From an optimization exercise on the open Yosys and OpenROAD flow, aimed at small area and few clock cycles per item; shortcuts taken in it are not production practice. At most, simulation tests tie the RTL to the original design; equivalence was not proved. No functional check of the RTL was part of run 2.

## flow/design.v (module list and top-level ports; edited modules follow where they fit)
// module brtm_front: 42 lines
// module brtm_sel: 22 lines
// module brtm_hi: 16 lines
// module brtm_mul: 651 lines
// module brtm_qest: 458 lines
// module brtm_corr: 73 lines
// module brtm_add40: 150 lines
// module brtm_add38: 155 lines
// module brtm_msb20: 41 lines
// module brtm_gt16: 35 lines
// module brtm_sub32: 122 lines
// module brtm_sub13: 46 lines
// module brtm_add32c: 121 lines
// module brtm_inc32: 91 lines
// module brtm_fa: 10 lines
// module brtm_maj: 8 lines
// module brtm_aoi22: 9 lines
// module brtm_xnor2: 7 lines
// module brtm_majn: 8 lines
// module brtm_ha: 9 lines
// module brtm_decide: 38 lines
// module banded_temperature_motor_regulator_core: 213 lines
module banded_temperature_motor_regulator_core #(
  parameter int TEMP_WIDTH = 12,
  parameter int TIME_WIDTH = 32,
  localparam int IN_DW = ((TEMP_WIDTH + TIME_WIDTH + 7) / 8) * 8
) (
  input  logic                              clk,
  input  logic                              rst_n,
  input  logic                              in_tvalid,
  output logic                              in_tready,
  input  logic [IN_DW-1:0]                  in_tdata,
  output logic                              out_tvalid,
  input  logic                              out_tready,
  output logic [brtm_pkg::OUT_DW-1:0]       out_tdata,
  input  logic                              cfg_we,
  input  logic [brtm_pkg::CFG_IDX_W-1:0]    cfg_index,
  input  logic [brtm_pkg::CFG_DATA_W-1:0]   cfg_wdata
);
  // ...
==> flow/flow/run.sh <==
#!/bin/bash
# Layout flow: the standard flow (standard.sh, synthesis unchanged) with
# smaller port buffers and a clock tree without dummy loads. The make output
# goes to standard.log here; ORFS keeps each tool's log under orfs/logs.
export BUFFER_PORTS_ARGS="-buffer_cell sky130_fd_sc_hd__buf_1"
export CTS_ARGS="-sink_clustering_enable -repair_clock_nets -sink_clustering_size 10 -sink_clustering_max_diameter 100 -dont_use_dummy_load -buf_list {sky130_fd_sc_hd__clkbuf_4 sky130_fd_sc_hd__clkbuf_8}"
bash standard.sh > standard.log 2>&1
==> flow/standard.sh <==
#!/bin/bash
# synth_recipe.tcl (not shown) runs the flow's synth.tcl, then flattens the netlist and writes it again
# the make line also repeats each setting of config.mk as NAME=value (left out here)
make -C /OpenROAD-flow-scripts/flow DESIGN_CONFIG=/design/flow/config.mk WORK_HOME=/design/flow/orfs CLKGATE_MAP_FILE= SYNTH_SCRIPT=/design/flow/synth_recipe.tcl "${@:-finish}"
==> flow/config.mk <==
export PLATFORM = sky130hd
export DESIGN_NAME = banded_temperature_motor_regulator_core
export DESIGN_NICKNAME = banded_temperature_motor_regulator_core
export VERILOG_FILES = /design/flow/design.v
export SDC_FILE = /design/flow/constraint.sdc
export NUM_CORES = 4
export LEC_CHECK = 0
export CAP_MARGIN = 20
export CORE_MARGIN = 2
export CORE_UTILIZATION = 40
export CTS_CLUSTER_DIAMETER = 150
export CTS_CLUSTER_SIZE = 18
export PLACE_DENSITY = 0.6
export SLEW_MARGIN = 20
export SYNTH_HIERARCHICAL = 1
export SYNTH_MINIMUM_KEEP_SIZE = 0
==> flow/constraint.sdc <==
create_clock -name core_clock -period 9.0 [get_ports {clk}]
set_input_delay 1.8000 -clock core_clock [delete_from_list [all_inputs] [get_ports {clk}]]
set_output_delay 1.8000 -clock core_clock [all_outputs]
set_load 0.01 [all_outputs]
==> out/qor.yml, run 1 <==
clockBufferCount: 36
first_iter_violations: 1151
cp-end-kind: "output port"
gp_congestion: 0.886
seq_cell_count: 289
r2r_slack_ps: 1320
status: "finished clean"
cts_inserted_buffers: 36
cts_hold_buf: 0
slowest_delay_ps: 530
hp-start: "interval_r[6]"
clock-root-buffer: "clkbuf_8"
fillers: 7535
io_pins: 178
setup_viol: 0
largest_reg_flops: 48
nonClkBufAreaFrac: 0.0302
post_cts_buffers: 0
grtUsageTotal: 0.194
startpoint_type: "flip-flop"
diodes: 1
max_freq_mhz: 118
hold_viol: 0
grt_pass1_vias: 22300
top_register: "total_r"
seq_share: 0.208
fin_area_sq_um: 33900
tightest_slew_ps: 1160
r2r-end: "last_r[24]"
start_util: 0.405
layout_min_cycle_time_ps: 8510
crit_start: "r2_q[7]"
grt_pass1_wl_um: 125000
core_sq_um: 77700
grt_max_degree: 74
Testbench counts, summed over its fixed seeds: cycles 16,096, items 16,000.
==> module brtm_add40, before the edit <==
module brtm_add40 (input wire [39:0] a, input wire [39:0] b, output wire [40:0] s);
  wire [39:0] p0 = a ^ b;
  wire [39:0] g0 = a & b;
  wire gg1 = g0[1] | (p0[1] & g0[0]);
  wire gg2 = g0[3] | (p0[3] & g0[2]);
  wire pp2 = p0[3] & p0[2];
  wire gg3 = g0[5] | (p0[5] & g0[4]);
  wire pp3 = p0[5] & p0[4];
  wire gg4 = g0[7] | (p0[7] & g0[6]);
  wire pp4 = p0[7] & p0[6];
  wire gg5 = g0[9] | (p0[9] & g0[8]);
  wire pp5 = p0[9] & p0[8];
  wire gg6 = g0[11] | (p0[11] & g0[10]);
  wire pp6 = p0[11] & p0[10];
  wire gg7 = g0[13] | (p0[13] & g0[12]);
  wire pp7 = p0[13] & p0[12];
  wire gg8 = g0[15] | (p0[15] & g0[14]);
  wire pp8 = p0[15] & p0[14];
  wire gg9 = g0[17] | (p0[17] & g0[16]);
  wire pp9 = p0[17] & p0[16];
  wire gg10 = g0[19] | (p0[19] & g0[18]);
  wire pp10 = p0[19] & p0[18];
  wire gg11 = g0[21] | (p0[21] & g0[20]);
  wire pp11 = p0[21] & p0[20];
  wire gg12 = g0[23] | (p0[23] & g0[22]);
  wire pp12 = p0[23] & p0[22];
  wire gg13 = g0[25] | (p0[25] & g0[24]);
  wire pp13 = p0[25] & p0[24];
  wire gg14 = g0[27] | (p0[27] & g0[26]);
  wire pp14 = p0[27] & p0[26];
  wire gg15 = g0[29] | (p0[29] & g0[28]);
  wire pp15 = p0[29] & p0[28];
  wire gg16 = g0[31] | (p0[31] & g0[30]);
  wire pp16 = p0[31] & p0[30];
  wire gg17 = g0[33] | (p0[33] & g0[32]);
  wire pp17 = p0[33] & p0[32];
  wire gg18 = g0[35] | (p0[35] & g0[34]);
  wire pp18 = p0[35] & p0[34];
  wire gg19 = g0[37] | (p0[37] & g0[36]);
  wire pp19 = p0[37] & p0[36];
  wire gg20 = g0[39] | (p0[39] & g0[38]);
  wire pp20 = p0[39] & p0[38];
  wire gg21 = gg2 | (pp2 & gg1);
  wire gg22 = gg4 | (pp4 & gg3);
  wire pp22 = pp4 & pp3;
  wire gg23 = gg6 | (pp6 & gg5);
  wire pp23 = pp6 & pp5;
  wire gg24 = gg8 | (pp8 & gg7);
  wire pp24 = pp8 & pp7;
  wire gg25 = gg10 | (pp10 & gg9);
  wire pp25 = pp10 & pp9;
  wire gg26 = gg12 | (pp12 & gg11);
  wire pp26 = pp12 & pp11;
  wire gg27 = gg14 | (pp14 & gg13);
  wire pp27 = pp14 & pp13;
  wire gg28 = gg16 | (pp16 & gg15);
  wire pp28 = pp16 & pp15;
  wire gg29 = gg18 | (pp18 & gg17);
  wire pp29 = pp18 & pp17;
  wire gg30 = gg20 | (pp20 & gg19);
  wire pp30 = pp20 & pp19;
  wire gg31 = gg22 | (pp22 & gg21);
  wire gg32 = gg24 | (pp24 & gg23);
  wire pp32 = pp24 & pp23;
  wire gg33 = gg26 | (pp26 & gg25);
  wire pp33 = pp26 & pp25;
  wire gg34 = gg28 | (pp28 & gg27);
  wire pp34 = pp28 & pp27;
  wire gg35 = gg30 | (pp30 & gg29);
  wire pp35 = pp30 & pp29;
  wire gg36 = gg32 | (pp32 & gg31);
  wire gg37 = gg34 | (pp34 & gg33);
  wire pp37 = pp34 & pp33;
  wire gg38 = gg37 | (pp37 & gg36);
  wire gg39 = gg33 | (pp33 & gg36);
  wire gg40 = gg35 | (pp35 & gg38);
  wire gg41 = gg23 | (pp23 & gg31);
  wire gg42 = gg25 | (pp25 & gg36);
  wire gg43 = gg27 | (pp27 & gg39);
  wire gg44 = gg29 | (pp29 & gg38);
  wire gg45 = gg3 | (pp3 & gg21);
  wire gg46 = gg5 | (pp5 & gg31);
  wire gg47 = gg7 | (pp7 & gg41);
  wire gg48 = gg9 | (pp9 & gg36);
  wire gg49 = gg11 | (pp11 & gg42);
  wire gg50 = gg13 | (pp13 & gg39);
  wire gg51 = gg15 | (pp15 & gg43);
  wire gg52 = gg17 | (pp17 & gg38);
  wire gg53 = gg19 | (pp19 & gg44);
  wire gg54 = g0[2] | (p0[2] & gg1);
  wire gg55 = g0[4] | (p0[4] & gg21);
  wire gg56 = g0[6] | (p0[6] & gg45);
  wire gg57 = g0[8] | (p0[8] & gg31);
  wire gg58 = g0[10] | (p0[10] & gg46);
  wire gg59 = g0[12] | (p0[12] & gg41);
  wire gg60 = g0[14] | (p0[14] & gg47);
  wire gg61 = g0[16] | (p0[16] & gg36);
  wire gg62 = g0[18] | (p0[18] & gg48);
  wire gg63 = g0[20] | (p0[20] & gg42);
  wire gg64 = g0[22] | (p0[22] & gg49);
  wire gg65 = g0[24] | (p0[24] & gg39);
  wire gg66 = g0[26] | (p0[26] & gg50);
  wire gg67 = g0[28] | (p0[28] & gg43);
  wire gg68 = g0[30] | (p0[30] & gg51);
  wire gg69 = g0[32] | (p0[32] & gg38);
  wire gg70 = g0[34] | (p0[34] & gg52);
  wire gg71 = g0[36] | (p0[36] & gg44);
  wire gg72 = g0[38] | (p0[38] & gg53);
  assign s[0] = p0[0] ^ 1'b0;
  assign s[1] = p0[1] ^ g0[0];
  assign s[2] = p0[2] ^ gg1;
  assign s[3] = p0[3] ^ gg54;
  assign s[4] = p0[4] ^ gg21;
  assign s[5] = p0[5] ^ gg55;
  assign s[6] = p0[6] ^ gg45;
  assign s[7] = p0[7] ^ gg56;
  assign s[8] = p0[8] ^ gg31;
  assign s[9] = p0[9] ^ gg57;
  assign s[10] = p0[10] ^ gg46;
  assign s[11] = p0[11] ^ gg58;
  assign s[12] = p0[12] ^ gg41;
  assign s[13] = p0[13] ^ gg59;
  assign s[14] = p0[14] ^ gg47;
  assign s[15] = p0[15] ^ gg60;
  assign s[16] = p0[16] ^ gg36;
  assign s[17] = p0[17] ^ gg61;
  assign s[18] = p0[18] ^ gg48;
  assign s[19] = p0[19] ^ gg62;
  assign s[20] = p0[20] ^ gg42;
  assign s[21] = p0[21] ^ gg63;
  assign s[22] = p0[22] ^ gg49;
  assign s[23] = p0[23] ^ gg64;
  assign s[24] = p0[24] ^ gg39;
  assign s[25] = p0[25] ^ gg65;
  assign s[26] = p0[26] ^ gg50;
  assign s[27] = p0[27] ^ gg66;
  assign s[28] = p0[28] ^ gg43;
  assign s[29] = p0[29] ^ gg67;
  assign s[30] = p0[30] ^ gg51;
  assign s[31] = p0[31] ^ gg68;
  assign s[32] = p0[32] ^ gg38;
  assign s[33] = p0[33] ^ gg69;
  assign s[34] = p0[34] ^ gg52;
  assign s[35] = p0[35] ^ gg70;
  assign s[36] = p0[36] ^ gg44;
  assign s[37] = p0[37] ^ gg71;
  assign s[38] = p0[38] ^ gg53;
  assign s[39] = p0[39] ^ gg72;
  assign s[40] = gg40;
endmodule
==> module brtm_sub13, before the edit <==
module brtm_sub13 (input wire [12:0] a, input wire [12:0] b, output wire [13:0] s);
  wire ci = 1'b1;
  wire [12:0] p0 = a ^ ~b;
  wire [12:0] g0 = a & ~b;
  wire gi0 = g0[0] | (p0[0] & ci);
  wire gg1 = g0[1] | (p0[1] & gi0);
  wire gg2 = g0[3] | (p0[3] & g0[2]);
  wire pp2 = p0[3] & p0[2];
  wire gg3 = g0[5] | (p0[5] & g0[4]);
  wire pp3 = p0[5] & p0[4];
  wire gg4 = g0[7] | (p0[7] & g0[6]);
  wire pp4 = p0[7] & p0[6];
  wire gg5 = g0[9] | (p0[9] & g0[8]);
  wire pp5 = p0[9] & p0[8];
  wire gg6 = g0[11] | (p0[11] & g0[10]);
  wire pp6 = p0[11] & p0[10];
  wire gg7 = gg2 | (pp2 & gg1);
  wire gg8 = gg4 | (pp4 & gg3);
  wire pp8 = pp4 & pp3;
  wire gg9 = gg6 | (pp6 & gg5);
  wire pp9 = pp6 & pp5;
  wire gg10 = gg8 | (pp8 & gg7);
  wire gg11 = gg9 | (pp9 & gg10);
  wire gg12 = gg3 | (pp3 & gg7);
  wire gg13 = gg5 | (pp5 & gg10);
  wire gg14 = g0[2] | (p0[2] & gg1);
  wire gg15 = g0[4] | (p0[4] & gg7);
  wire gg16 = g0[6] | (p0[6] & gg12);
  wire gg17 = g0[8] | (p0[8] & gg10);
  wire gg18 = g0[10] | (p0[10] & gg13);
  wire gg19 = g0[12] | (p0[12] & gg11);
  assign s[0] = p0[0] ^ ci;
  assign s[1] = p0[1] ^ gi0;
  assign s[2] = p0[2] ^ gg1;
  assign s[3] = p0[3] ^ gg14;
  assign s[4] = p0[4] ^ gg7;
  assign s[5] = p0[5] ^ gg15;
  assign s[6] = p0[6] ^ gg12;
  assign s[7] = p0[7] ^ gg16;
  assign s[8] = p0[8] ^ gg10;
  assign s[9] = p0[9] ^ gg17;
  assign s[10] = p0[10] ^ gg13;
  assign s[11] = p0[11] ^ gg18;
  assign s[12] = p0[12] ^ gg11;
  assign s[13] = gg19;
endmodule
==> module banded_temperature_motor_regulator_core, before the edit <==
module banded_temperature_motor_regulator_core #(
  parameter int TEMP_WIDTH = 12,
  parameter int TIME_WIDTH = 32,
  localparam int IN_DW = ((TEMP_WIDTH + TIME_WIDTH + 7) / 8) * 8
) (
  input  logic                              clk,
  input  logic                              rst_n,
  input  logic                              in_tvalid,
  output logic                              in_tready,
  input  logic [IN_DW-1:0]                  in_tdata,
  output logic                              out_tvalid,
  input  logic                              out_tready,
  output logic [brtm_pkg::OUT_DW-1:0]       out_tdata,
  input  logic                              cfg_we,
  input  logic [brtm_pkg::CFG_IDX_W-1:0]    cfg_index,
  input  logic [brtm_pkg::CFG_DATA_W-1:0]   cfg_wdata
);
  logic [7:0]  hi_r, lo_r, band_r;
  logic        one_hi_r;
  logic [11:0] setpoint_r;
  logic [15:0] interval_r;
  logic        wr_two, ge;
  logic [7:0]  wv, other;
  logic [8:0]  gc;
  assign wr_two = cfg_index[0];
  assign wv     = cfg_wdata[7:0];
  assign other  = (one_hi_r ^ wr_two) ? lo_r : hi_r;
  assign gc[0] = 1'b1;
  for (genvar i = 0; i < 8; i++) begin : g_ge
    brtm_maj u_m (.a(wv[i]), .b(~other[i]), .c(gc[i]), .y(gc[i+1]));
  end
  assign ge = gc[8];
  always_ff @(posedge clk) begin
    if (!rst_n) begin
      hi_r       <= 8'd255;
      lo_r       <= 8'd0;
      one_hi_r   <= 1'b1;
      setpoint_r <= '0;
      band_r     <= 8'd1;
      interval_r <= 16'd10000;
    end else if (cfg_we) begin
      case (cfg_index)
        3'd0, 3'd1: begin
          hi_r     <= ge ? wv : other;
          lo_r     <= ge ? other : wv;
          one_hi_r <= ge ^ wr_two;
        end
        3'd2: setpoint_r <= cfg_wdata[11:0];
        3'd3: band_r     <= cfg_wdata[7:0];
        3'd4: interval_r <= cfg_wdata[15:0];
        default: ;
      endcase
    end
  end
  logic [6:0] d_r;
  logic [7:0] dd;
  logic [8:0] dc;
  assign dc[0] = 1'b1;
  for (genvar i = 0; i < 8; i++) begin : g_d
    brtm_fa u_fa (.a(hi_r[i]), .b(~lo_r[i]), .c(dc[i]), .s(dd[i]), .co(dc[i+1]));
  end
  always_ff @(posedge clk) d_r <= dd[7:1];
  logic [7:0]  cur_r;
  logic [31:0] last_r;
  logic [11:0] prev_r;
  logic [47:0] total_r;
  logic        r0_v, r1_v, r2_v;
  logic [2:0]  r0_code;
  logic [31:0] r0_time;
  logic [39:0] r1_p;
  logic        r1_chg;
  logic [31:0] r2_q;
  logic [8:0]  r2_plo;
  logic [7:0]  r2_app;
  logic        r2_chg;
  logic ld0, ld1, ld2;
  assign ld2 = !r2_v || out_tready;
  assign ld1 = !r1_v || ld2;
  assign ld0 = !r0_v || ld1;
  assign in_tready = ld0;
  logic [2:0] code;
  brtm_front u_front (
    .t        (in_tdata[11:0]),
    .prev     (prev_r),
    .setpoint (setpoint_r),
    .band     (band_r),
    .code     (code)
  );
  always_ff @(posedge clk) begin
    if (!rst_n) begin
      prev_r <= '0;
      r0_v   <= 1'b0;
    end else if (ld0) begin
      r0_v <= in_tvalid;
      if (in_tvalid) prev_r <= in_tdata[11:0];
    end
  end
  always_ff @(posedge clk) begin
    if (ld0) begin
      r0_code <= code;
      r0_time <= in_tdata[43:12];
    end
  end
  logic [7:0]  want;
  logic        neq, igt, chg;
  logic [32:0] esum;
  logic [31:0] elapsed;
  logic [39:0] p;
  brtm_decide u_dec (
    .hi   (hi_r),
    .lo   (lo_r),
    .d    (d_r),
    .code (r0_code),
    .cur  (cur_r),
    .want (want),
    .neq  (neq)
  );
  brtm_sub32 u_esub (
    .a (r0_time),
    .b (last_r),
    .s (esum)
  );
  assign elapsed = esum[31:0];
  brtm_gt16 u_igt (
    .a  (elapsed[15:0]),
    .b  (interval_r),
    .gt (igt)
  );
  assign chg = neq && ((|elapsed[31:16]) || igt);
  brtm_mul u_mul (
    .e (elapsed),
    .c (cur_r),
    .p (p)
  );
  always_ff @(posedge clk) begin
    if (!rst_n) begin
      cur_r  <= '0;
      last_r <= '0;
      r1_v   <= 1'b0;
    end else if (ld1) begin
      r1_v <= r0_v;
      if (r0_v && chg) begin
        cur_r  <= want;
        last_r <= r0_time;
      end
    end
  end
  always_ff @(posedge clk) begin
    if (ld1) begin
      r1_p   <= {p[39:8], chg ? p[7:0] : want};
      r1_chg <= chg;
    end
  end
  logic [31:0] qe;
  brtm_qest u_qest (
    .p (r1_p),
    .q (qe)
  );
  logic [31:0] q_nx;
  logic [8:0]  plo_nx;
  brtm_sel u_sel (
    .p   (r1_p),
    .chg (r1_chg),
    .qe  (qe),
    .q   (q_nx),
    .plo (plo_nx)
  );
  always_ff @(posedge clk) begin
    if (!rst_n) r2_v <= 1'b0;
    else if (ld2) r2_v <= r1_v;
  end
  always_ff @(posedge clk) begin
    if (ld2) begin
      r2_q    <= q_nx;
      r2_plo  <= plo_nx;
      r2_app  <= cur_r;
      r2_chg  <= r1_chg;
    end
  end
  logic        corr, cin;
  logic [31:0] step;
  logic [32:0] lsum;
  logic [47:0] total_out;
  brtm_corr u_corr (
    .p    (r2_plo),
    .q    (r2_q[19:0]),
    .corr (corr)
  );
  assign cin = corr && r2_chg;
  brtm_inc32 u_inc (
    .a  (r2_q),
    .ci (cin),
    .s  (step)
  );
  brtm_add32c u_tadd (
    .a  (total_r[31:0]),
    .b  (r2_q),
    .ci (cin),
    .s  (lsum)
  );
  brtm_hi u_hi (
    .hi    (total_r[47:32]),
    .c     (lsum[32]),
    .lo    (lsum[31:0]),
    .total (total_out)
  );
  always_ff @(posedge clk) begin
    if (!rst_n) total_r <= '0;
    else if (r2_v && out_tready) total_r <= total_out;
  end
  assign out_tvalid = r2_v;
  assign out_tdata  = {7'd0, total_out, step, r2_chg, r2_chg ? r2_app : r2_plo[7:0], r2_app};
endmodule
==> inputs of run 2 (changes only) <==
--- a/flow/design.v
+++ b/flow/design.v
@@ -100,2 +100,17 @@
 endmodule
+module brtm_igt (
+  input  wire [15:0] e,
+  input  wire [15:0] ivn,
+  output wire        gt
+);
+  wire [8:0] cl, ch;
+  assign cl[0] = 1'b0;
+  assign ch[0] = 1'b0;
+  for (genvar i = 0; i < 8; i++) begin : g_c
+    brtm_maj u_l (.a(e[i]),   .b(ivn[i]),   .c(cl[i]), .y(cl[i+1]));
+    brtm_maj u_h (.a(e[i+8]), .b(ivn[i+8]), .c(ch[i]), .y(ch[i+1]));
+  end
+  wire ph = &(e[15:8] ^ ivn[15:8]);
+  assign gt = ch[8] | (ph & cl[8]);
+endmodule
 `default_nettype wire
@@ -1287,148 +1302,161 @@
   wire [39:0] g0 = a & b;
-  wire gg1 = g0[1] | (p0[1] & g0[0]);
-  wire gg2 = g0[3] | (p0[3] & g0[2]);
-  wire pp2 = p0[3] & p0[2];
-  wire gg3 = g0[5] | (p0[5] & g0[4]);
-  wire pp3 = p0[5] & p0[4];
-  wire gg4 = g0[7] | (p0[7] & g0[6]);
-  wire pp4 = p0[7] & p0[6];
-  wire gg5 = g0[9] | (p0[9] & g0[8]);
-  wire pp5 = p0[9] & p0[8];
-  wire gg6 = g0[11] | (p0[11] & g0[10]);
-  wire pp6 = p0[11] & p0[10];
-  wire gg7 = g0[13] | (p0[13] & g0[12]);
-  wire pp7 = p0[13] & p0[12];
-  wire gg8 = g0[15] | (p0[15] & g0[14]);
-  wire pp8 = p0[15] & p0[14];
-  wire gg9 = g0[17] | (p0[17] & g0[16]);
-  wire pp9 = p0[17] & p0[16];
-  wire gg10 = g0[19] | (p0[19] & g0[18]);
-  wire pp10 = p0[19] & p0[18];
-  wire gg11 = g0[21] | (p0[21] & g0[20]);
-  wire pp11 = p0[21] & p0[20];
-  wire gg12 = g0[23] | (p0[23] & g0[22]);
-  wire pp12 = p0[23] & p0[22];
-  wire gg13 = g0[25] | (p0[25] & g0[24]);
-  wire pp13 = p0[25] & p0[24];
-  wire gg14 = g0[27] | (p0[27] & g0[26]);
-  wire pp14 = p0[27] & p0[26];
-  wire gg15 = g0[29] | (p0[29] & g0[28]);
-  wire pp15 = p0[29] & p0[28];
-  wire gg16 = g0[31] | (p0[31] & g0[30]);
-  wire pp16 = p0[31] & p0[30];
-  wire gg17 = g0[33] | (p0[33] & g0[32]);
-  wire pp17 = p0[33] & p0[32];
-  wire gg18 = g0[35] | (p0[35] & g0[34]);
-  wire pp18 = p0[35] & p0[34];
-  wire gg19 = g0[37] | (p0[37] & g0[36]);
-  wire pp19 = p0[37] & p0[36];
-  wire gg20 = g0[39] | (p0[39] & g0[38]);
-  wire pp20 = p0[39] & p0[38];
-  wire gg21 = gg2 | (pp2 & gg1);
-  wire gg22 = gg4 | (pp4 & gg3);
-  wire pp22 = pp4 & pp3;
-  wire gg23 = gg6 | (pp6 & gg5);
-  wire pp23 = pp6 & pp5;
-  wire gg24 = gg8 | (pp8 & gg7);
-  wire pp24 = pp8 & pp7;
-  wire gg25 = gg10 | (pp10 & gg9);
-  wire pp25 = pp10 & pp9;
-  wire gg26 = gg12 | (pp12 & gg11);
-  wire pp26 = pp12 & pp11;
-  wire gg27 = gg14 | (pp14 & gg13);
-  wire pp27 = pp14 & pp13;
-  wire gg28 = gg16 | (pp16 & gg15);
-  wire pp28 = pp16 & pp15;
-  wire gg29 = gg18 | (pp18 & gg17);
-  wire pp29 = pp18 & pp17;
-  wire gg30 = gg20 | (pp20 & gg19);
-  wire pp30 = pp20 & pp19;
-  wire gg31 = gg22 | (pp22 & gg21);
-  wire gg32 = gg24 | (pp24 & gg23);
-  wire pp32 = pp24 & pp23;
-  wire gg33 = gg26 | (pp26 & gg25);
-  wire pp33 = pp26 & pp25;
-  wire gg34 = gg28 | (pp28 & gg27);
-  wire pp34 = pp28 & pp27;
-  wire gg35 = gg30 | (pp30 & gg29);
-  wire pp35 = pp30 & pp29;
-  wire gg36 = gg32 | (pp32 & gg31);
-  wire gg37 = gg34 | (pp34 & gg33);
-  wire pp37 = pp34 & pp33;
-  wire gg38 = gg37 | (pp37 & gg36);
-  wire gg39 = gg33 | (pp33 & gg36);
-  wire gg40 = gg35 | (pp35 & gg38);
-  wire gg41 = gg23 | (pp23 & gg31);
-  wire gg42 = gg25 | (pp25 & gg36);
-  wire gg43 = gg27 | (pp27 & gg39);
-  wire gg44 = gg29 | (pp29 & gg38);
-  wire gg45 = gg3 | (pp3 & gg21);
-  wire gg46 = gg5 | (pp5 & gg31);
-  wire gg47 = gg7 | (pp7 & gg41);
-  wire gg48 = gg9 | (pp9 & gg36);
-  wire gg49 = gg11 | (pp11 & gg42);
-  wire gg50 = gg13 | (pp13 & gg39);
-  wire gg51 = gg15 | (pp15 & gg43);
-  wire gg52 = gg17 | (pp17 & gg38);
-  wire gg53 = gg19 | (pp19 & gg44);
-  wire gg54 = g0[2] | (p0[2] & gg1);
-  wire gg55 = g0[4] | (p0[4] & gg21);
-  wire gg56 = g0[6] | (p0[6] & gg45);
-  wire gg57 = g0[8] | (p0[8] & gg31);
-  wire gg58 = g0[10] | (p0[10] & gg46);
-  wire gg59 = g0[12] | (p0[12] & gg41);
-  wire gg60 = g0[14] | (p0[14] & gg47);
-  wire gg61 = g0[16] | (p0[16] & gg36);
-  wire gg62 = g0[18] | (p0[18] & gg48);
-  wire gg63 = g0[20] | (p0[20] & gg42);
-  wire gg64 = g0[22] | (p0[22] & gg49);
-  wire gg65 = g0[24] | (p0[24] & gg39);
-  wire gg66 = g0[26] | (p0[26] & gg50);
-  wire gg67 = g0[28] | (p0[28] & gg43);
-  wire gg68 = g0[30] | (p0[30] & gg51);
-  wire gg69 = g0[32] | (p0[32] & gg38);
-  wire gg70 = g0[34] | (p0[34] & gg52);
-  wire gg71 = g0[36] | (p0[36] & gg44);
-  wire gg72 = g0[38] | (p0[38] & gg53);
+  wire gr0_0 = g0[1] | (p0[1] & g0[0]);
+  wire pr0_0 = p0[1] & p0[0];
+  wire gr0_1 = g0[2] | (p0[2] & gr0_0);
+  wire pr0_1 = p0[2] & pr0_0;
+  wire gr0_2 = g0[3] | (p0[3] & gr0_1);
+  wire pr0_2 = p0[3] & pr0_1;
+  wire gr1_0 = g0[5] | (p0[5] & g0[4]);
+  wire pr1_0 = p0[5] & p0[4];
+  wire gr1_1 = g0[6] | (p0[6] & gr1_0);
+  wire pr1_1 = p0[6] & pr1_0;
+  wire gr1_2 = g0[7] | (p0[7] & gr1_1);
+  wire pr1_2 = p0[7] & pr1_1;
+  wire gr2_0 = g0[9] | (p0[9] & g0[8]);
+  wire pr2_0 = p0[9] & p0[8];
+  wire gr2_1 = g0[10] | (p0[10] & gr2_0);
+  wire pr2_1 = p0[10] & pr2_0;
+  wire gr2_2 = g0[11] | (p0[11] & gr2_1);
+  wire pr2_2 = p0[11] & pr2_1;
+  wire gr3_0 = g0[13] | (p0[13] & g0[12]);
+  wire pr3_0 = p0[13] & p0[12];
+  wire gr3_1 = g0[14] | (p0[14] & gr3_0);
+  wire pr3_1 = p0[14] & pr3_0;
+  wire gr3_2 = g0[15] | (p0[15] & gr3_1);
+  wire pr3_2 = p0[15] & pr3_1;
+  wire gr4_0 = g0[17] | (p0[17] & g0[16]);
+  wire pr4_0 = p0[17] & p0[16];
+  wire gr4_1 = g0[18] | (p0[18] & gr4_0);
+  wire pr4_1 = p0[18] & pr4_0;
+  wire gr4_2 = g0[19] | (p0[19] & gr4_1);
+  wire pr4_2 = p0[19] & pr4_1;
+  wire gr5_0 = g0[21] | (p0[21] & g0[20]);
+  wire pr5_0 = p0[21] & p0[20];
+  wire gr5_1 = g0[22] | (p0[22] & gr5_0);
+  wire pr5_1 = p0[22] & pr5_0;
+  wire gr5_2 = g0[23] | (p0[23] & gr5_1);
+  wire pr5_2 = p0[23] & pr5_1;
+  wire gr6_0 = g0[25] | (p0[25] & g0[24]);
+  wire pr6_0 = p0[25] & p0[24];
+  wire gr6_1 = g0[26] | (p0[26] & gr6_0);
+  wire pr6_1 = p0[26] & pr6_0;
+  wire gr6_2 = g0[27] | (p0[27] & gr6_1);
+  wire pr6_2 = p0[27] & pr6_1;
+  wire gr7_0 = g0[29] | (p0[29] & g0[28]);
+  wire pr7_0 = p0[29] & p0[28];
+  wire gr7_1 = g0[30] | (p0[30] & gr7_0);
+  wire pr7_1 = p0[30] & pr7_0;
+  wire gr7_2 = g0[31] | (p0[31] & gr7_1);
+  wire pr7_2 = p0[31] & pr7_1;
+  wire gr8_0 = g0[33] | (p0[33] & g0[32]);
+  wire pr8_0 = p0[33] & p0[32];
+  wire gr8_1 = g0[34] | (p0[34] & gr8_0);
+  wire pr8_1 = p0[34] & pr8_0;
+  wire gr8_2 = g0[35] | (p0[35] & gr8_1);
+  wire pr8_2 = p0[35] & pr8_1;
+  wire gr9_0 = g0[37] | (p0[37] & g0[36]);
+  wire pr9_0 = p0[37] & p0[36];
+  wire gr9_1 = g0[38] | (p0[38] & gr9_0);
+  wire pr9_1 = p0[38] & pr9_0;
+  wire gr9_2 = g0[39] | (p0[39] & gr9_1);
+  wire pr9_2 = p0[39] & pr9_1;
+  wire cg1 = gr1_2 | (pr1_2 & gr0_2);
+  wire cp1 = pr1_2 & pr0_2;
+  wire cg2 = gr3_2 | (pr3_2 & gr2_2);
+  wire cp2 = pr3_2 & pr2_2;
+  wire cg3 = gr5_2 | (pr5_2 & gr4_2);
+  wire cp3 = pr5_2 & pr4_2;
+  wire cg4 = gr7_2 | (pr7_2 & gr6_2);
+  wire cp4 = pr7_2 & pr6_2;
+  wire cg5 = gr9_2 | (pr9_2 & gr8_2);
+  wire cp5 = pr9_2 & pr8_2;
+  wire cg6 = cg2 | (cp2 & cg1);
+  wire cp6 = cp2 & cp1;
+  wire cg7 = cg4 | (cp4 & cg3);
+  wire cp7 = cp4 & cp3;
+  wire cg8 = cg7 | (cp7 & cg6);
+  wire cp8 = cp7 & cp6;
+  wire cg9 = cg3 | (cp3 & cg6);
+  wire cp9 = cp3 & cp6;
+  wire cg10 = cg5 | (cp5 & cg8);
+  wire cp10 = cp5 & cp8;
+  wire cg11 = gr2_2 | (pr2_2 & cg1);
+  wire cp11 = pr2_2 & cp1;
+  wire cg12 = gr4_2 | (pr4_2 & cg6);
+  wire cp12 = pr4_2 & cp6;
+  wire cg13 = gr6_2 | (pr6_2 & cg9);
+  wire cp13 = pr6_2 & cp9;
+  wire cg14 = gr8_2 | (pr8_2 & cg8);
+  wire cp14 = pr8_2 & cp8;
   assign s[0] = p0[0] ^ 1'b0;
-  assign s[1] = p0[1] ^ g0[0];
-  assign s[2] = p0[2] ^ gg1;
-  assign s[3] = p0[3] ^ gg54;
-  assign s[4] = p0[4] ^ gg21;
-  assign s[5] = p0[5] ^ gg55;
-  assign s[6] = p0[6] ^ gg45;
-  assign s[7] = p0[7] ^ gg56;
-  assign s[8] = p0[8] ^ gg31;
-  assign s[9] = p0[9] ^ gg57;
-  assign s[10] = p0[10] ^ gg46;
-  assign s[11] = p0[11] ^ gg58;
-  assign s[12] = p0[12] ^ gg41;
-  assign s[13] = p0[13] ^ gg59;
-  assign s[14] = p0[14] ^ gg47;
-  assign s[15] = p0[15] ^ gg60;
-  assign s[16] = p0[16] ^ gg36;
-  assign s[17] = p0[17] ^ gg61;
-  assign s[18] = p0[18] ^ gg48;
-  assign s[19] = p0[19] ^ gg62;
-  assign s[20] = p0[20] ^ gg42;
-  assign s[21] = p0[21] ^ gg63;
-  assign s[22] = p0[22] ^ gg49;
-  assign s[23] = p0[23] ^ gg64;
-  assign s[24] = p0[24] ^ gg39;
-  assign s[25] = p0[25] ^ gg65;
-  assign s[26] = p0[26] ^ gg50;
-  assign s[27] = p0[27] ^ gg66;
-  assign s[28] = p0[28] ^ gg43;
-  assign s[29] = p0[29] ^ gg67;
-  assign s[30] = p0[30] ^ gg51;
-  assign s[31] = p0[31] ^ gg68;
-  assign s[32] = p0[32] ^ gg38;
-  assign s[33] = p0[33] ^ gg69;
-  assign s[34] = p0[34] ^ gg52;
-  assign s[35] = p0[35] ^ gg70;
-  assign s[36] = p0[36] ^ gg44;
-  assign s[37] = p0[37] ^ gg71;
-  assign s[38] = p0[38] ^ gg53;
-  assign s[39] = p0[39] ^ gg72;
-  assign s[40] = gg40;
+  wire rc0 = g0[0] | (p0[0] & 1'b0);
+  assign s[1] = p0[1] ^ rc0;
+  wire rc1 = g0[1] | (p0[1] & rc0);
+  assign s[2] = p0[2] ^ rc1;
+  wire rc2 = g0[2] | (p0[2] & rc1);
+  assign s[3] = p0[3] ^ rc2;
+  assign s[4] = p0[4] ^ gr0_2;
+  wire rc4 = g0[4] | (p0[4] & gr0_2);
+  assign s[5] = p0[5] ^ rc4;
+  wire rc5 = g0[5] | (p0[5] & rc4);
+  assign s[6] = p0[6] ^ rc5;
+  wire rc6 = g0[6] | (p0[6] & rc5);
+  assign s[7] = p0[7] ^ rc6;
+  assign s[8] = p0[8] ^ cg1;
+  wire rc8 = g0[8] | (p0[8] & cg1);
+  assign s[9] = p0[9] ^ rc8;
+  wire rc9 = g0[9] | (p0[9] & rc8);
+  assign s[10] = p0[10] ^ rc9;
+  wire rc10 = g0[10] | (p0[10] & rc9);
+  assign s[11] = p0[11] ^ rc10;
+  assign s[12] = p0[12] ^ cg11;
+  wire rc12 = g0[12] | (p0[12] & cg11);
+  assign s[13] = p0[13] ^ rc12;
+  wire rc13 = g0[13] | (p0[13] & rc12);
+  assign s[14] = p0[14] ^ rc13;
+  wire rc14 = g0[14] | (p0[14] & rc13);
+  assign s[15] = p0[15] ^ rc14;
+  assign s[16] = p0[16] ^ cg6;
+  wire rc16 = g0[16] | (p0[16] & cg6);
+  assign s[17] = p0[17] ^ rc16;
+  wire rc17 = g0[17] | (p0[17] & rc16);
+  assign s[18] = p0[18] ^ rc17;
+  wire rc18 = g0[18] | (p0[18] & rc17);
+  assign s[19] = p0[19] ^ rc18;
+  assign s[20] = p0[20] ^ cg12;
+  wire rc20 = g0[20] | (p0[20] & cg12);
+  assign s[21] = p0[21] ^ rc20;
+  wire rc21 = g0[21] | (p0[21] & rc20);
+  assign s[22] = p0[22] ^ rc21;
+  wire rc22 = g0[22] | (p0[22] & rc21);
+  assign s[23] = p0[23] ^ rc22;
+  assign s[24] = p0[24] ^ cg9;
+  wire rc24 = g0[24] | (p0[24] & cg9);
+  assign s[25] = p0[25] ^ rc24;
+  wire rc25 = g0[25] | (p0[25] & rc24);
+  assign s[26] = p0[26] ^ rc25;
+  wire rc26 = g0[26] | (p0[26] & rc25);
+  assign s[27] = p0[27] ^ rc26;
+  assign s[28] = p0[28] ^ cg13;
+  wire rc28 = g0[28] | (p0[28] & cg13);
+  assign s[29] = p0[29] ^ rc28;
+  wire rc29 = g0[29] | (p0[29] & rc28);
+  assign s[30] = p0[30] ^ rc29;
+  wire rc30 = g0[30] | (p0[30] & rc29);
+  assign s[31] = p0[31] ^ rc30;
+  assign s[32] = p0[32] ^ cg8;
+  wire rc32 = g0[32] | (p0[32] & cg8);
+  assign s[33] = p0[33] ^ rc32;
+  wire rc33 = g0[33] | (p0[33] & rc32);
+  assign s[34] = p0[34] ^ rc33;
+  wire rc34 = g0[34] | (p0[34] & rc33);
+  assign s[35] = p0[35] ^ rc34;
+  assign s[36] = p0[36] ^ cg14;
+  wire rc36 = g0[36] | (p0[36] & cg14);
+  assign s[37] = p0[37] ^ rc36;
+  wire rc37 = g0[37] | (p0[37] & rc36);
+  assign s[38] = p0[38] ^ rc37;
+  wire rc38 = g0[38] | (p0[38] & rc37);
+  assign s[39] = p0[39] ^ rc38;
+  assign s[40] = cg10;
 endmodule
@@ -1630,37 +1658,2 @@
 endmodule
-module brtm_gt16 (input wire [15:0] a, input wire [15:0] b, output wire gt);
-  wire [15:0] p0 = a ^ ~b;
-  wire [15:0] g0 = a & ~b;
-  wire gg1 = g0[1] | (p0[1] & g0[0]);
-  wire pp1 = p0[1] & p0[0];
-  wire gg2 = g0[3] | (p0[3] & g0[2]);
-  wire pp2 = p0[3] & p0[2];
-  wire gg3 = g0[5] | (p0[5] & g0[4]);
-  wire pp3 = p0[5] & p0[4];
-  wire gg4 = g0[7] | (p0[7] & g0[6]);
-  wire pp4 = p0[7] & p0[6];
-  wire gg5 = g0[9] | (p0[9] & g0[8]);
-  wire pp5 = p0[9] & p0[8];
-  wire gg6 = g0[11] | (p0[11] & g0[10]);
-  wire pp6 = p0[11] & p0[10];
-  wire gg7 = g0[13] | (p0[13] & g0[12]);
-  wire pp7 = p0[13] & p0[12];
-  wire gg8 = g0[15] | (p0[15] & g0[14]);
-  wire pp8 = p0[15] & p0[14];
-  wire gg9 = gg2 | (pp2 & gg1);
-  wire pp9 = pp2 & pp1;
-  wire gg10 = gg4 | (pp4 & gg3);
-  wire pp10 = pp4 & pp3;
-  wire gg11 = gg6 | (pp6 & gg5);
-  wire pp11 = pp6 & pp5;
-  wire gg12 = gg8 | (pp8 & gg7);
-  wire pp12 = pp8 & pp7;
-  wire gg13 = gg10 | (pp10 & gg9);
-  wire pp13 = pp10 & pp9;
-  wire gg14 = gg12 | (pp12 & gg11);
-  wire pp14 = pp12 & pp11;
-  wire gg15 = gg14 | (pp14 & gg13);
-  wire pp15 = pp14 & pp13;
-  assign gt = gg15;
-endmodule
 module brtm_sub32 (input wire [31:0] a, input wire [31:0] b, output wire [32:0] s);
@@ -1788,46 +1781,53 @@
 module brtm_sub13 (input wire [12:0] a, input wire [12:0] b, output wire [13:0] s);
-  wire ci = 1'b1;
   wire [12:0] p0 = a ^ ~b;
   wire [12:0] g0 = a & ~b;
-  wire gi0 = g0[0] | (p0[0] & ci);
-  wire gg1 = g0[1] | (p0[1] & gi0);
-  wire gg2 = g0[3] | (p0[3] & g0[2]);
-  wire pp2 = p0[3] & p0[2];
-  wire gg3 = g0[5] | (p0[5] & g0[4]);
-  wire pp3 = p0[5] & p0[4];
-  wire gg4 = g0[7] | (p0[7] & g0[6]);
-  wire pp4 = p0[7] & p0[6];
-  wire gg5 = g0[9] | (p0[9] & g0[8]);
-  wire pp5 = p0[9] & p0[8];
-  wire gg6 = g0[11] | (p0[11] & g0[10]);
-  wire pp6 = p0[11] & p0[10];
-  wire gg7 = gg2 | (pp2 & gg1);
-  wire gg8 = gg4 | (pp4 & gg3);
-  wire pp8 = pp4 & pp3;
-  wire gg9 = gg6 | (pp6 & gg5);
-  wire pp9 = pp6 & pp5;
-  wire gg10 = gg8 | (pp8 & gg7);
-  wire gg11 = gg9 | (pp9 & gg10);
-  wire gg12 = gg3 | (pp3 & gg7);
-  wire gg13 = gg5 | (pp5 & gg10);
-  wire gg14 = g0[2] | (p0[2] & gg1);
-  wire gg15 = g0[4] | (p0[4] & gg7);
-  wire gg16 = g0[6] | (p0[6] & gg12);
-  wire gg17 = g0[8] | (p0[8] & gg10);
-  wire gg18 = g0[10] | (p0[10] & gg13);
-  wire gg19 = g0[12] | (p0[12] & gg11);
-  assign s[0] = p0[0] ^ ci;
-  assign s[1] = p0[1] ^ gi0;
-  assign s[2] = p0[2] ^ gg1;
-  assign s[3] = p0[3] ^ gg14;
-  assign s[4] = p0[4] ^ gg7;
-  assign s[5] = p0[5] ^ gg15;
-  assign s[6] = p0[6] ^ gg12;
-  assign s[7] = p0[7] ^ gg16;
-  assign s[8] = p0[8] ^ gg10;
-  assign s[9] = p0[9] ^ gg17;
-  assign s[10] = p0[10] ^ gg13;
-  assign s[11] = p0[11] ^ gg18;
-  assign s[12] = p0[12] ^ gg11;
-  assign s[13] = gg19;
+  wire gr0_0 = g0[1] | (p0[1] & (g0[0] | p0[0]));
+  wire pr0_0 = p0[1] & p0[0];
+  wire gr0_1 = g0[2] | (p0[2] & gr0_0);
+  wire pr0_1 = p0[2] & pr0_0;
+  wire gr0_2 = g0[3] | (p0[3] & gr0_1);
+  wire pr0_2 = p0[3] & pr0_1;
+  wire gr1_0 = g0[5] | (p0[5] & g0[4]);
+  wire pr1_0 = p0[5] & p0[4];
+  wire gr1_1 = g0[6] | (p0[6] & gr1_0);
+  wire pr1_1 = p0[6] & pr1_0;
+  wire gr1_2 = g0[7] | (p0[7] & gr1_1);
+  wire pr1_2 = p0[7] & pr1_1;
+  wire gr2_0 = g0[9] | (p0[9] & g0[8]);
+  wire pr2_0 = p0[9] & p0[8];
+  wire gr2_1 = g0[10] | (p0[10] & gr2_0);
+  wire pr2_1 = p0[10] & pr2_0;
+  wire gr2_2 = g0[11] | (p0[11] & gr2_1);
+  wire pr2_2 = p0[11] & pr2_1;
+  wire cg1 = gr1_2 | (pr1_2 & gr0_2);
+  wire cp1 = pr1_2 & pr0_2;
+  wire cg2 = g0[12] | (p0[12] & gr2_2);
+  wire cp2 = p0[12] & pr2_2;
+  wire cg3 = cg2 | (cp2 & cg1);
+  wire cp3 = cp2 & cp1;
+  wire cg4 = gr2_2 | (pr2_2 & cg1);
+  wire cp4 = pr2_2 & cp1;
+  assign s[0] = ~p0[0];
+  wire rc0 = g0[0] | p0[0];
+  assign s[1] = p0[1] ^ rc0;
+  wire rc1 = g0[1] | (p0[1] & rc0);
+  assign s[2] = p0[2] ^ rc1;
+  wire rc2 = g0[2] | (p0[2] & rc1);
+  assign s[3] = p0[3] ^ rc2;
+  assign s[4] = p0[4] ^ gr0_2;
+  wire rc4 = g0[4] | (p0[4] & gr0_2);
+  assign s[5] = p0[5] ^ rc4;
+  wire rc5 = g0[5] | (p0[5] & rc4);
+  assign s[6] = p0[6] ^ rc5;
+  wire rc6 = g0[6] | (p0[6] & rc5);
+  assign s[7] = p0[7] ^ rc6;
+  assign s[8] = p0[8] ^ cg1;
+  wire rc8 = g0[8] | (p0[8] & cg1);
+  assign s[9] = p0[9] ^ rc8;
+  wire rc9 = g0[9] | (p0[9] & rc8);
+  assign s[10] = p0[10] ^ rc9;
+  wire rc10 = g0[10] | (p0[10] & rc9);
+  assign s[11] = p0[11] ^ rc10;
+  assign s[12] = p0[12] ^ cg4;
+  assign s[13] = cg3;
 endmodule
@@ -2158,3 +2158,3 @@
   logic [11:0] setpoint_r;
-  logic [15:0] interval_r;
+  logic [15:0] interval_n_r;    
   logic        wr_two, ge;
@@ -2177,3 +2177,3 @@
       band_r     <= 8'd1;
-      interval_r <= 16'd10000;
+      interval_n_r <= ~16'd10000;
     end else if (cfg_we) begin
@@ -2187,3 +2187,3 @@
         3'd3: band_r     <= cfg_wdata[7:0];
-        3'd4: interval_r <= cfg_wdata[15:0];
+        3'd4: interval_n_r <= ~cfg_wdata[15:0];
         default: ;
@@ -2261,6 +2261,6 @@
   assign elapsed = esum[31:0];
-  brtm_gt16 u_igt (
-    .a  (elapsed[15:0]),
-    .b  (interval_r),
-    .gt (igt)
+  brtm_igt u_igt (
+    .e   (elapsed[15:0]),
+    .ivn (interval_n_r),
+    .gt  (igt)
   );
==> flow/flow/run.sh (replaced) <==
#!/bin/bash
# Layout flow: the standard flow (standard.sh, synthesis unchanged) with
# smaller port buffers and a clock tree without dummy loads. The make output
# goes to standard.log here; ORFS keeps each tool's log under orfs/logs.
export BUFFER_PORTS_ARGS="-buffer_cell sky130_fd_sc_hd__buf_1"
export CTS_ARGS="-sink_clustering_enable -repair_clock_nets -sink_clustering_size 14 -sink_clustering_max_diameter 120 -dont_use_dummy_load -buf_list sky130_fd_sc_hd__clkbuf_8"
bash standard.sh > standard.log 2>&1
==> out/qor.yml, run 2 <==
setup_viol: 0  # unchanged
stdcell_count: 4104
io_pins: 178  # unchanged
drt-total-wl_um: 77100
cts_htree_levels: 1
drcViolationCount: 0
min_to: "last_r[19]"
io_buffers: 166
top_regs: "total_r x48, r1_p x40"
worst_ep_arrival_time_ps: 6670
cpMostUsedCell: "fa_1"
tightest_slew_ps: 1110  # -59.3 ps
cp-end-kind: "output port"
layout-drive-gt1-share: 0.135
clk_path_buf_depth: 3
grtUsageMet1: 0.273
drv_slew: 0
synth_area_sq_um: 31100
first_pass_iters: 5
layout_commonest_cell: "fa_1"
r2r_slack_ps: 920  # -400 ps
post_cts_buffers: 0  # unchanged
r2r-end: "r1_p[39]"
rsz0062_at_grt: "no"
synth_area_per_cell_sq_um: 10.7
slew_headroom: 0.258
busiest_layer: "met2"
top_register: "total_r"
required_ps: 7200
grt_pass1_wl_um: 124000  # -1.2%
rows: 102
skew_ps: 79.7
cts_inserted_buffers: 25  # -31%
path_clk_slew_ps: 100
layout_min_cycle_time_ps: 8470  # -40.6 ps
use_met3: 0.0219
die_w_um: 283
syn_to_final_growth_pct: 7.38
clk-insertion-delay-late_ps: 650
dieArea_sq_um: 80100
layout_common_cells: "fa_1, nand2_1, inv_1"
start_util: 0.403  # -0.00179
clock-root-buffer: "clkbuf_8"
timing.rr.start: "r0_time[0]"
antenna_left: 0
startpoint_type: "flip-flop"
grt_overflow: 0
grt_max_degree: 83  # +12%
gp_congestion: 0.873  # -1.4%
hold_path.class: "reg2reg"
tritoncts: "done"
path_class: "reg2out"
grt_pass1_vias: 21800  # -2.1%
antenna_found_initial: 1
ff2ff_path_depth: 26
status: "finished clean"
cts_hold_buf: 0  # unchanged
max_cap_violations: 0
tns_ps: 0
grtUsageTotal: 0.192  # -0.00169
post-place-cells: 4078
cts_resized: 0
wl_per_cell_um: 18.8
cp_max_fo: 6
first_iter_violations: 1141  # -0.87%
ys_warn_count: 7
finalNetCount: 3768
vias: 21400
cts_sinks: 289
max_freq_mhz: 118  # +0.48%
core_sq_um: 77200  # -0.66%
use_met2: 0.315
die_h_um: 283
hold_viol: 0  # unchanged
netlist_instances: 2901
slowest_delay_ps: 530  # about the same
finalCritPeriodShare: 0.941
viasPerCell: 5.20
largest_reg_flops: 48  # unchanged
hp-start: "last_r[19]"
worstHoldPathCells: 2
crit_slowest_cell: "fa_1"
dp_hpwl_um: 59900
## run 2: cell types whose count changed in the layout (fill, tap and decap cells not counted), sizes merged, moves of 11 or more
cell,change
fa,+12
clkbuf,-11
ha,-20
inv,-42
a21oi,-21
nand2,-32
maj3,+16
## run 2: stage by stage
stage	cell area, sq um	hold slack [ps]	utilization	setup WS (ps)
2_1_floorplan	31200	434	-	151
3_3_place_gp	33100	443	0.428	981
3_5_place_dp	33100	449	0.428	891
4_1_cts	33400	462	0.433	451
5_1_grt	33400	476	0.433	65.1
6_report	33400	457	0.433	530
## run 2: critical path, delay by kind of cell, from the launching register on
kind	cells	cell delay, ps
adders and majority gates	7	2840
and+or+nand+nor	3	600
DFF	1	520
AOI/OAI and AO/OA	8	1350
buffers and inverters	5	460
xor gates and xnor gates	2	290
## run 2: metal layers
layer | part of all wire | vias up
met1 | 0.47 | 10700
met4 | 0.020 | 0
li1 | - | 10100
met5 | 0 | -
met2 | 0.47 | 451
met3 | 0.042 | 84
## run 2: how the worst max path moves through the flow
stage / start / endpoint / slack [ps] / depth (start not counted)
global placement: r0_time[0] / r1_p[39] / 980 / 25
finish: r2_q[13] / out_tdata[66] / 530 / 25
floorplan: cur_r[3] / r1_p[39] / 150 / 18
detailed placement: r0_time[0] / r1_p[39] / 890 / 25
CTS: r2_q[7] / out_tdata[66] / 450 / 25
global route: r2_q[13] / out_tdata[80] / 70 / 25
## run 2: final cells by class
type	count	area, sq um
antenna	1	2.50
fill	7447	43800
timing repair buffer	216	1000
inverter	314	1180
tap	1040	1300
sequential	289	7060
clock buffer	25	344
multi-input combinational	2219	22500

## port drivers added, routing unchanged
No port has a modelled driver above. Below, the same layouts with a new extraction and two added sets of constraints. Step 1: set_driving_cell puts a clkbuf_16 on clk and a buf_2 on each other input, an assumption about the parent block. Step 2 also shifts input and output timing later by t, the mid clock arrival at the registers, as if the neighbouring blocks saw the same clock. a / b / c = no drivers / after step 1 / after step 2; a / b = the first two.
run | shift t [ns] | slack for setup (ns) | pins driven straight from the clock port
run 1 | 0.635 | 0.489 / 0.435 / 1.069 | 1
run 2 | 0.671 | 0.530 / 0.472 / 0.918 | 1
After both steps setup and hold are still met in every run listed.
